What follows belongs to an exercise in optimizing a design on an open flow for small area, a short achievable clock period and few clock cycles; a production flow would make more cautious choices. Only simulation tests tie the RTL to the original design; equivalence was not proved. Power is estimated from default activity; no workload was simulated.

Setup of main:
==> flow/design.v <==
package aidp_pkg;
  localparam int CAPACITY = 32;
  localparam int POS_W    = 6;
  localparam int DATA_W   = 32;
  localparam int STAT_W   = 3;
  localparam int IDX_W    = 5;
  localparam int CNT_W    = 6;
  localparam logic OP_INSERT = 1'b0;
  localparam logic OP_DELETE = 1'b1;
  localparam logic [STAT_W-1:0] ST_ELEMENT    = 3'd0;
  localparam logic [STAT_W-1:0] ST_EMPTY      = 3'd1;
  localparam logic [STAT_W-1:0] ST_BAD_INSERT = 3'd2;
  localparam logic [STAT_W-1:0] ST_BAD_DELETE = 3'd3;
  localparam logic [STAT_W-1:0] ST_FULL       = 3'd4;
endpackage
module array_insert_delete_at_position_unit (
  input  logic                                clk,
  input  logic                                rst_n,
  input  logic                                in_valid,
  output logic                                in_ready,
  input  logic                                in_op,
  input  logic [aidp_pkg::POS_W-1:0]          in_position,
  input  logic signed [aidp_pkg::DATA_W-1:0]  in_value,
  output logic                                out_valid,
  input  logic                                out_ready,
  output logic [aidp_pkg::STAT_W-1:0]         out_status,
  output logic signed [aidp_pkg::DATA_W-1:0]  out_element,
  output logic                                out_last
);
  localparam int W = aidp_pkg::DATA_W;
  localparam logic [2:0] M_FRONT = 3'd0;    
  localparam logic [2:0] M_INS   = 3'd1;    
  localparam logic [2:0] M_DEL   = 3'd2;    
  localparam logic [2:0] M_ROT   = 3'd3;    
  logic [W-1:0] chain [aidp_pkg::CAPACITY];
  localparam int NT = 18;             
  logic [NT-1:0] tap;                  
  logic          e31;                  
  logic [2:0]   mode;
  logic [5:0]   cnt;                   
  logic [4:0]   c;                     
  logic [5:0]   pp;                    
  logic         owe;
  logic [4:0]   ko;                    
  logic         errp;
  logic [2:0]   errs;
  logic         cb_v, ins_pend, in_ready_r;
  logic         cb_op;
  logic [5:0]   cb_pos;
  logic [W-1:0] cb_val;
  logic         d_single, d_empty, d_p1, d_p2, d_p3;
  logic [2:0]   d_stat;
  logic         f_z, f_1, f_2;         
  logic         f_tlo;                 
  logic         f_15, f_16;            
  logic         f_eq;                  
  logic         f_skip;                
  logic         f_end;                 
  logic         f_m;                   
  logic         h_ins;                 
  logic         out_valid_r;
  logic [2:0]   out_status_r;
  logic [W-1:0] out_element_r;
  logic         out_last_r;
  logic front, can_start, start_ins, start_del, start;
  assign front     = (mode == M_FRONT);
  assign can_start = front && cb_v && !d_single && !owe && !errp;
  assign start_ins = can_start && (cb_op == aidp_pkg::OP_INSERT);
  assign start_del = can_start && (cb_op == aidp_pkg::OP_DELETE);
  assign start     = can_start;
  logic take_single, take;
  logic take_empty;
  assign take_single = cb_v && d_single && !errp && (!d_empty || (front && !owe));
  assign take_empty  = take_single && d_empty;
  logic in_ins, in_del, in_rot, is_dskip, el, hold, skip, pass_end;
  logic [4:0] idx;
  assign in_ins   = start_ins || (mode == M_INS);
  assign in_del   = (start_del && !d_p1) || (mode == M_DEL);
  assign is_dskip = start_del && d_p1;    
  assign in_rot   = (mode == M_ROT) ||
                    (front && !start && (owe || ((f_tlo || (e31 && f_16)) && !f_z && !take_empty)));
  assign el       = in_ins || in_del || in_rot;         
  assign idx      = front ? 5'd0 : c;
  assign hold     = (start_ins && d_p1) || h_ins;
  assign skip     = start ? (start_del && d_p2) : ((mode == M_DEL) && f_skip);
  assign pass_end = start_ins ? f_z :
                    start_del ? (f_2 && !d_p1) :
                    front     ? (in_rot && f_1) :
                    f_end;
  logic [W-1:0] y;
  logic [W-1:0] x;
  always_comb begin
    x = '0;
    for (int j = 0; j < NT; j++) x = x | (chain[j] & {W{tap[j]}});
  end
  assign y = hold ? cb_val : x;
  logic grow, shrink, e31_eff;
  assign grow    = start_ins && !e31 && f_15;
  assign shrink  = start_del && e31 && f_16;
  assign e31_eff = grow ? 1'b1 : (shrink ? 1'b0 : e31);
  always_ff @(posedge clk) chain[aidp_pkg::CAPACITY-1] <= y;
  for (genvar i = 0; i < aidp_pkg::CAPACITY - 1; i++) begin : g_chain
    if (i == 15) begin : g_entry
      always_ff @(posedge clk) chain[i] <= e31_eff ? chain[i + 1] : y;
    end else begin : g_shift
      always_ff @(posedge clk) chain[i] <= chain[i + 1];
    end
  end
  logic out_free, prod_el, prod_err, el_last;
  logic [5:0] cnt_n;
  assign cnt_n    = start_ins  ? cnt + 6'd1 :
                    start_del  ? cnt - 6'd1 :
                    take_empty ? 6'd0 : cnt;
  assign out_free = !out_valid_r || out_ready;
  assign el_last  = pass_end;
  assign prod_el  = out_free && el && (start || (owe && (front ? (ko == 5'd0) : f_m)));
  assign prod_err = out_free && errp && !owe;
  logic cb_busy_n, ins_pend_n;
  assign take        = in_valid && in_ready_r;
  assign ins_pend_n  = (start_ins && !d_p1) || (ins_pend && !hold);
  assign cb_busy_n   = take || (cb_v && !start && !take_single) || ins_pend_n;
  logic          in_rot_c, pe_c, hold_c, skip_c, park_c;
  logic [NT-1:0] tap_si, tap_sd, tap_c, tap_end;
  logic          tlo_si, tlo_sd, tlo_c, tlo_end;
  assign in_rot_c = (mode == M_ROT) ||
                    (front && (owe || ((f_tlo || (e31 && f_16)) && !f_z && !take_empty)));
  assign pe_c     = front ? (in_rot_c && f_1) : f_end;
  assign hold_c   = h_ins;
  assign skip_c   = (mode == M_DEL) && f_skip;
  assign park_c   = front && !in_rot_c && !f_z;
  always_comb begin
    for (int j = 0; j < NT; j++) tap_end[j] = e31 ? (cnt == 6'(32 - j)) : (cnt == 6'(16 - j));
    tlo_end = e31 ? (cnt >= 6'd31) : (cnt >= 6'd15);
    if (f_z)       tap_si = NT'(1) << 15;
    else if (d_p1) tap_si = {1'b0, tap[NT-1:1]};
    else           tap_si = tap;
    tlo_si = f_z ? 1'b0 : (d_p1 ? |tap[2:0] : f_tlo);
    if (f_2 && !d_p1) tap_sd = NT'(1) << 15;
    else if (d_p2)    tap_sd = {tap[NT-2:0], 1'b0};
    else              tap_sd = tap;
    tlo_sd = (f_2 && !d_p1) || d_p2 ? 1'b0 : f_tlo;
    if (pe_c)                  tap_c = tap_end;
    else if (hold_c || park_c) tap_c = {1'b0, tap[NT-1:1]};
    else if (skip_c)           tap_c = {tap[NT-2:0], 1'b0};
    else                       tap_c = tap;
    if (pe_c)                  tlo_c = tlo_end;
    else if (hold_c || park_c) tlo_c = |tap[2:0];
    else if (skip_c)           tlo_c = 1'b0;
    else                       tlo_c = f_tlo;
  end
  logic f_z_n, f_1_n, f_2_n, f_15_n, f_16_n, tlo_n, f_eq_n, f_skip_n, f_end_n, f_m_n;
  logic park;
  logic [5:0] c2;
  assign park = front && !start && !in_rot && !f_z;
  assign c2   = {1'b0, c} + 6'd2;
  always_comb begin
    f_z_n = start_ins ? 1'b0 : (take_empty ? 1'b1 : f_z);
    f_1_n = start_ins ? f_z : (start_del ? f_2 : (take_empty ? 1'b0 : f_1));
    f_2_n = start_ins ? f_1 : (start_del ? (cnt == 6'd3) : (take_empty ? 1'b0 : f_2));
    f_15_n = start_ins ? (cnt == 6'd14) : (start_del ? f_16 : (take_empty ? 1'b0 : f_15));
    f_16_n = start_ins ? f_15 : (start_del ? (cnt == 6'd17) : (take_empty ? 1'b0 : f_16));
    tlo_n = !start ? tlo_c : ((cb_op == aidp_pkg::OP_INSERT) ? tlo_si : tlo_sd);
    if (start_ins)      f_end_n = f_1;
    else if (is_dskip)  f_end_n = f_2;
    else if (start_del) f_end_n = (cnt == 6'd3);
    else if (front)     f_end_n = f_2;
    else                f_end_n = (c2 == cnt);
    f_eq_n   = start ? d_p2 : (c2 == pp + 6'd1);
    f_skip_n = start ? (start_del && !d_p1 && d_p3) : (c2 == pp);
    if (prod_el)    f_m_n = 1'b1;
    else if (start) f_m_n = is_dskip;
    else if (front) f_m_n = (ko == 5'd1);
    else            f_m_n = (ko == c + 5'd1);
  end
  logic [NT-1:0] tap_n;
  logic [4:0]  c_n;
  logic [2:0] mode_n;
  logic [5:0] pp_n;
  logic [4:0] ko_n;
  logic       owe_n;
  always_comb begin
    tap_n = !start ? tap_c : ((cb_op == aidp_pkg::OP_INSERT) ? tap_si : tap_sd);
    c_n = idx + 5'd1;
    if (pass_end) begin
      mode_n = M_FRONT;
    end else if (front) begin
      if (start_ins)      mode_n = M_INS;
      else if (is_dskip)  begin
        mode_n = M_DEL;
        c_n    = 5'd0;
      end
      else if (start_del) mode_n = M_DEL;
      else if (in_rot)    mode_n = M_ROT;
      else                mode_n = M_FRONT;
    end else begin
      mode_n = mode;
    end
    if (start) pp_n = cb_pos - 6'd1;
    else       pp_n = pp;
    if (prod_el) begin
      owe_n = !el_last;
      ko_n  = idx + 5'd1;
    end else if (start) begin
      owe_n = 1'b1;
      ko_n  = 5'd0;
    end else begin
      owe_n = owe;
      ko_n  = ko;
    end
  end
  always_ff @(posedge clk) begin
    if (!rst_n) begin
      mode        <= M_FRONT;
      tap         <= NT'(1);
      e31         <= 1'b0;
      f_15        <= 1'b0;
      f_16        <= 1'b0;
      cnt         <= 6'd0;
      owe         <= 1'b0;
      errp        <= 1'b0;
      cb_v        <= 1'b0;
      ins_pend    <= 1'b0;
      in_ready_r  <= 1'b1;
      out_valid_r <= 1'b0;
      f_z         <= 1'b1;
      f_1         <= 1'b0;
      f_2         <= 1'b0;
      f_tlo       <= 1'b0;
    end else begin
      mode       <= mode_n;
      tap        <= tap_n;
      e31        <= e31_eff;
      f_15       <= f_15_n;
      f_16       <= f_16_n;
      cnt        <= cnt_n;
      owe        <= owe_n;
      cb_v       <= take || (cb_v && !start && !take_single);
      ins_pend   <= ins_pend_n;
      in_ready_r <= !cb_busy_n;
      f_z   <= f_z_n;
      f_1   <= f_1_n;
      f_2   <= f_2_n;
      f_tlo <= tlo_n;
      if (prod_err) errp <= 1'b0;
      if (take_single) begin
        errp <= 1'b1;
        errs <= d_stat;
      end
      if (prod_el || prod_err) out_valid_r <= 1'b1;
      else if (out_ready)      out_valid_r <= 1'b0;
    end
  end
  always_ff @(posedge clk) begin
    c      <= c_n;
    pp     <= pp_n;
    ko     <= ko_n;
    f_eq   <= f_eq_n;
    f_skip <= f_skip_n;
    f_end  <= f_end_n;
    f_m    <= f_m_n;
    h_ins  <= (mode_n == M_INS) && f_eq_n && rst_n;
  end
  always_ff @(posedge clk) begin
    if (take) begin
      cb_op  <= in_op;
      cb_pos <= in_position;
      cb_val <= in_value;
      d_p1   <= (in_position == 6'd1);
      d_p2   <= (in_position == 6'd2);
      d_p3   <= (in_position == 6'd3);
      if (in_op == aidp_pkg::OP_INSERT) begin
        d_empty <= 1'b0;
        if (in_position == 6'd0 || {1'b0, in_position} > {1'b0, cnt} + 7'd1) begin
          d_single <= 1'b1;
          d_stat   <= aidp_pkg::ST_BAD_INSERT;
        end else if (cnt == 6'd32) begin
          d_single <= 1'b1;
          d_stat   <= aidp_pkg::ST_FULL;
        end else begin
          d_single <= 1'b0;
          d_stat   <= aidp_pkg::ST_FULL;
        end
      end else begin
        if (in_position == 6'd0 || in_position > cnt) begin
          d_single <= 1'b1;
          d_empty  <= 1'b0;
          d_stat   <= aidp_pkg::ST_BAD_DELETE;
        end else if (cnt == 6'd1) begin
          d_single <= 1'b1;
          d_empty  <= 1'b1;
          d_stat   <= aidp_pkg::ST_EMPTY;
        end else begin
          d_single <= 1'b0;
          d_empty  <= 1'b0;
          d_stat   <= aidp_pkg::ST_EMPTY;
        end
      end
    end
  end
  always_ff @(posedge clk) begin
    if (out_free) begin
      if (errp && !owe) begin
        out_status_r  <= errs;
        out_element_r <= '0;
        out_last_r    <= 1'b1;
      end else begin
        out_status_r  <= aidp_pkg::ST_ELEMENT;
        out_element_r <= y;
        out_last_r    <= el_last;
      end
    end
  end
  assign in_ready    = in_ready_r;
  assign out_valid   = out_valid_r;
  assign out_status  = out_status_r;
  assign out_element = out_element_r;
  assign out_last    = out_last_r;
endmodule
make LEC_CHECK=0 CAP_MARGIN=20 CORE_MARGIN=2 CORE_UTILIZATION=60 CTS_CLUSTER_DIAMETER=80 CTS_CLUSTER_SIZE=24 PLACE_DENSITY=0.7 SETUP_SLACK_MARGIN=2.75 SLEW_MARGIN=20 finish   # period 5.0 ns
run.sh (not shown) runs the stock make flow with config.mk's settings and CLKGATE_MAP_FILE= SYNTH_SCRIPT=/design/flow/synth_recipe.tcl, a recipe that flattens the netlist after the stock synthesis.
Every stage of the flow completed for main, and the final layout passed the timing, DRC and antenna checks.
Testbench counts of main, summed over its fixed seeds: cycles 41,175.
diff inputs: main => the feature branch
-- flow/design.v --
<<< main, line 29
);
  localparam int W = aidp_pkg::DATA_W;
  localparam logic [2:0] M_FRONT = 3'd0;    
  localparam logic [2:0] M_INS   = 3'd1;    
  localparam logic [2:0] M_DEL   = 3'd2;    
  localparam logic [2:0] M_ROT   = 3'd3;    
  logic [W-1:0] chain [aidp_pkg::CAPACITY];
  localparam int NT = 18;             
  logic [NT-1:0] tap;                  
  logic          e31;                  
  logic [2:0]   mode;
  logic [5:0]   cnt;                   
  logic [4:0]   c;                     
>>> the feature branch, line 29
);
  localparam int W = aidp_pkg::DATA_W;
  localparam int         B_FRONT = 0, B_INS = 1, B_DEL = 2, B_ROT = 3;
  localparam logic [3:0] M_FRONT = 4'b0001;    
  localparam logic [3:0] M_INS   = 4'b0010;    
  localparam logic [3:0] M_DEL   = 4'b0100;    
  localparam logic [3:0] M_ROT   = 4'b1000;    
  logic [W-1:0] chain [aidp_pkg::CAPACITY];
  localparam int NT = 18;             
  logic [NT-1:0] tap;                  
  logic          e31;                  
  logic [3:0]   mode;
  logic [5:0]   cnt;                   
  logic [4:0]   c;                     
<<< main, line 64
  logic         out_last_r;
  logic front, can_start, start_ins, start_del, start;
  assign front     = (mode == M_FRONT);
  assign can_start = front && cb_v && !d_single && !owe && !errp;
  assign start_ins = can_start && (cb_op == aidp_pkg::OP_INSERT);
>>> the feature branch, line 65
  logic         out_last_r;
  logic front, can_start, start_ins, start_del, start;
  assign front     = mode[B_FRONT];
  assign can_start = front && cb_v && !d_single && !owe && !errp;
  assign start_ins = can_start && (cb_op == aidp_pkg::OP_INSERT);
<<< main, line 75
  logic in_ins, in_del, in_rot, is_dskip, el, hold, skip, pass_end;
  logic [4:0] idx;
  assign in_ins   = start_ins || (mode == M_INS);
  assign in_del   = (start_del && !d_p1) || (mode == M_DEL);
  assign is_dskip = start_del && d_p1;    
  assign in_rot   = (mode == M_ROT) ||
                    (front && !start && (owe || ((f_tlo || (e31 && f_16)) && !f_z && !take_empty)));
  assign el       = in_ins || in_del || in_rot;         
  assign idx      = front ? 5'd0 : c;
  assign hold     = (start_ins && d_p1) || h_ins;
  assign skip     = start ? (start_del && d_p2) : ((mode == M_DEL) && f_skip);
  assign pass_end = start_ins ? f_z :
                    start_del ? (f_2 && !d_p1) :
>>> the feature branch, line 76
  logic in_ins, in_del, in_rot, is_dskip, el, hold, skip, pass_end;
  logic [4:0] idx;
  assign in_ins   = start_ins || mode[B_INS];
  assign in_del   = (start_del && !d_p1) || mode[B_DEL];
  assign is_dskip = start_del && d_p1;    
  assign in_rot   = mode[B_ROT] ||
                    (front && !start && (owe || ((f_tlo || (e31 && f_16)) && !f_z && !take_empty)));
  assign el       = in_ins || in_del || in_rot;         
  assign idx      = front ? 5'd0 : c;
  assign hold     = (start_ins && d_p1) || h_ins;
  assign skip     = start ? (start_del && d_p2) : (mode[B_DEL] && f_skip);
  assign pass_end = start_ins ? f_z :
                    start_del ? (f_2 && !d_p1) :
<<< main, line 123
  logic [NT-1:0] tap_si, tap_sd, tap_c, tap_end;
  logic          tlo_si, tlo_sd, tlo_c, tlo_end;
  assign in_rot_c = (mode == M_ROT) ||
                    (front && (owe || ((f_tlo || (e31 && f_16)) && !f_z && !take_empty)));
  assign pe_c     = front ? (in_rot_c && f_1) : f_end;
  assign hold_c   = h_ins;
  assign skip_c   = (mode == M_DEL) && f_skip;
  assign park_c   = front && !in_rot_c && !f_z;
  always_comb begin
>>> the feature branch, line 124
  logic [NT-1:0] tap_si, tap_sd, tap_c, tap_end;
  logic          tlo_si, tlo_sd, tlo_c, tlo_end;
  assign in_rot_c = mode[B_ROT] ||
                    (front && (owe || ((f_tlo || (e31 && f_16)) && !f_z && !take_empty)));
  assign pe_c     = front ? (in_rot_c && f_1) : f_end;
  assign hold_c   = h_ins;
  assign skip_c   = mode[B_DEL] && f_skip;
  assign park_c   = front && !in_rot_c && !f_z;
  always_comb begin
<<< main, line 175
  logic [NT-1:0] tap_n;
  logic [4:0]  c_n;
  logic [2:0] mode_n;
  logic [5:0] pp_n;
  logic [4:0] ko_n;
>>> the feature branch, line 176
  logic [NT-1:0] tap_n;
  logic [4:0]  c_n;
  logic [3:0] mode_n;
  logic [5:0] pp_n;
  logic [4:0] ko_n;
<<< main, line 259
    f_end  <= f_end_n;
    f_m    <= f_m_n;
    h_ins  <= (mode_n == M_INS) && f_eq_n && rst_n;
  end
  always_ff @(posedge clk) begin
>>> the feature branch, line 260
    f_end  <= f_end_n;
    f_m    <= f_m_n;
    h_ins  <= mode_n[B_INS] && f_eq_n && rst_n;
  end
  always_ff @(posedge clk) begin
--- outcome ---
- The feature branch -> main: TritonCTS sink count flat
- In the flow results for main and the feature branch, the maximum operating frequency is smaller on the feature branch.
- Changes observed in the feature branch relative to main: final cycle utilization of the critical path saw an increase, largest clock skew in the final design saw an increase, path depth of the worst reg2reg path saw an increase, instance area at placement saw an increase.
- The largest stage delay on the critical path number comes out lower for the feature branch vs main.
- From main to the feature branch the numbers moved as follows: setup slack of the critical path after layout lost 95 ps; detailed route wirelength on metal2 picked up an extra 4.1%; die area picked up an extra 270 µm².
- Going from main to the feature branch, the clock period minus worst slack was found to have gone up by 95 ps.
- Compared the feature branch against main; number of flip-flops and latches within noise.
- The feature branch vs main: share of power burned in combinational logic up in the feature branch
- Wire length per cell for the feature branch is higher than for main.
Testbench counts of the feature branch, summed over its fixed seeds: cycles 41,175.

## separate check: timing with driven ports
How much do the figures lean on ideal ports? The routed layouts below were timed once more, with nothing changed but the port constraints.
Step 1, drivers: a clkbuf_16 drives clk and a buf_2 each remaining input, both assumed.
Step 2, shift: input delay + t, output delay - t, t = (earliest + latest rising clock arrival at the registers) / 2. This alone moves slack from input paths to output paths.
Three values: no drivers, after step 1, after step 2; two values: the first two.
| run | t (ns) | setup WS [ns] | clock arrival spread, ns | slew at the worst register clock pin (ns) |
|---|---|---|---|---|
| main | 0.693 | 2.555 / 2.555 / 2.120 | 0.017 / 0.017 | 0.10 / 0.10 |
| the feature branch | 0.691 | 2.460 / 2.460 / 1.893 | 0.028 / 0.028 | 0.10 / 0.10 |
After both steps setup and hold are still met in every run listed. The setup slack of the feature branch, which loses most, moves by 0.000 ns with the drivers and by -0.567 ns with both steps.
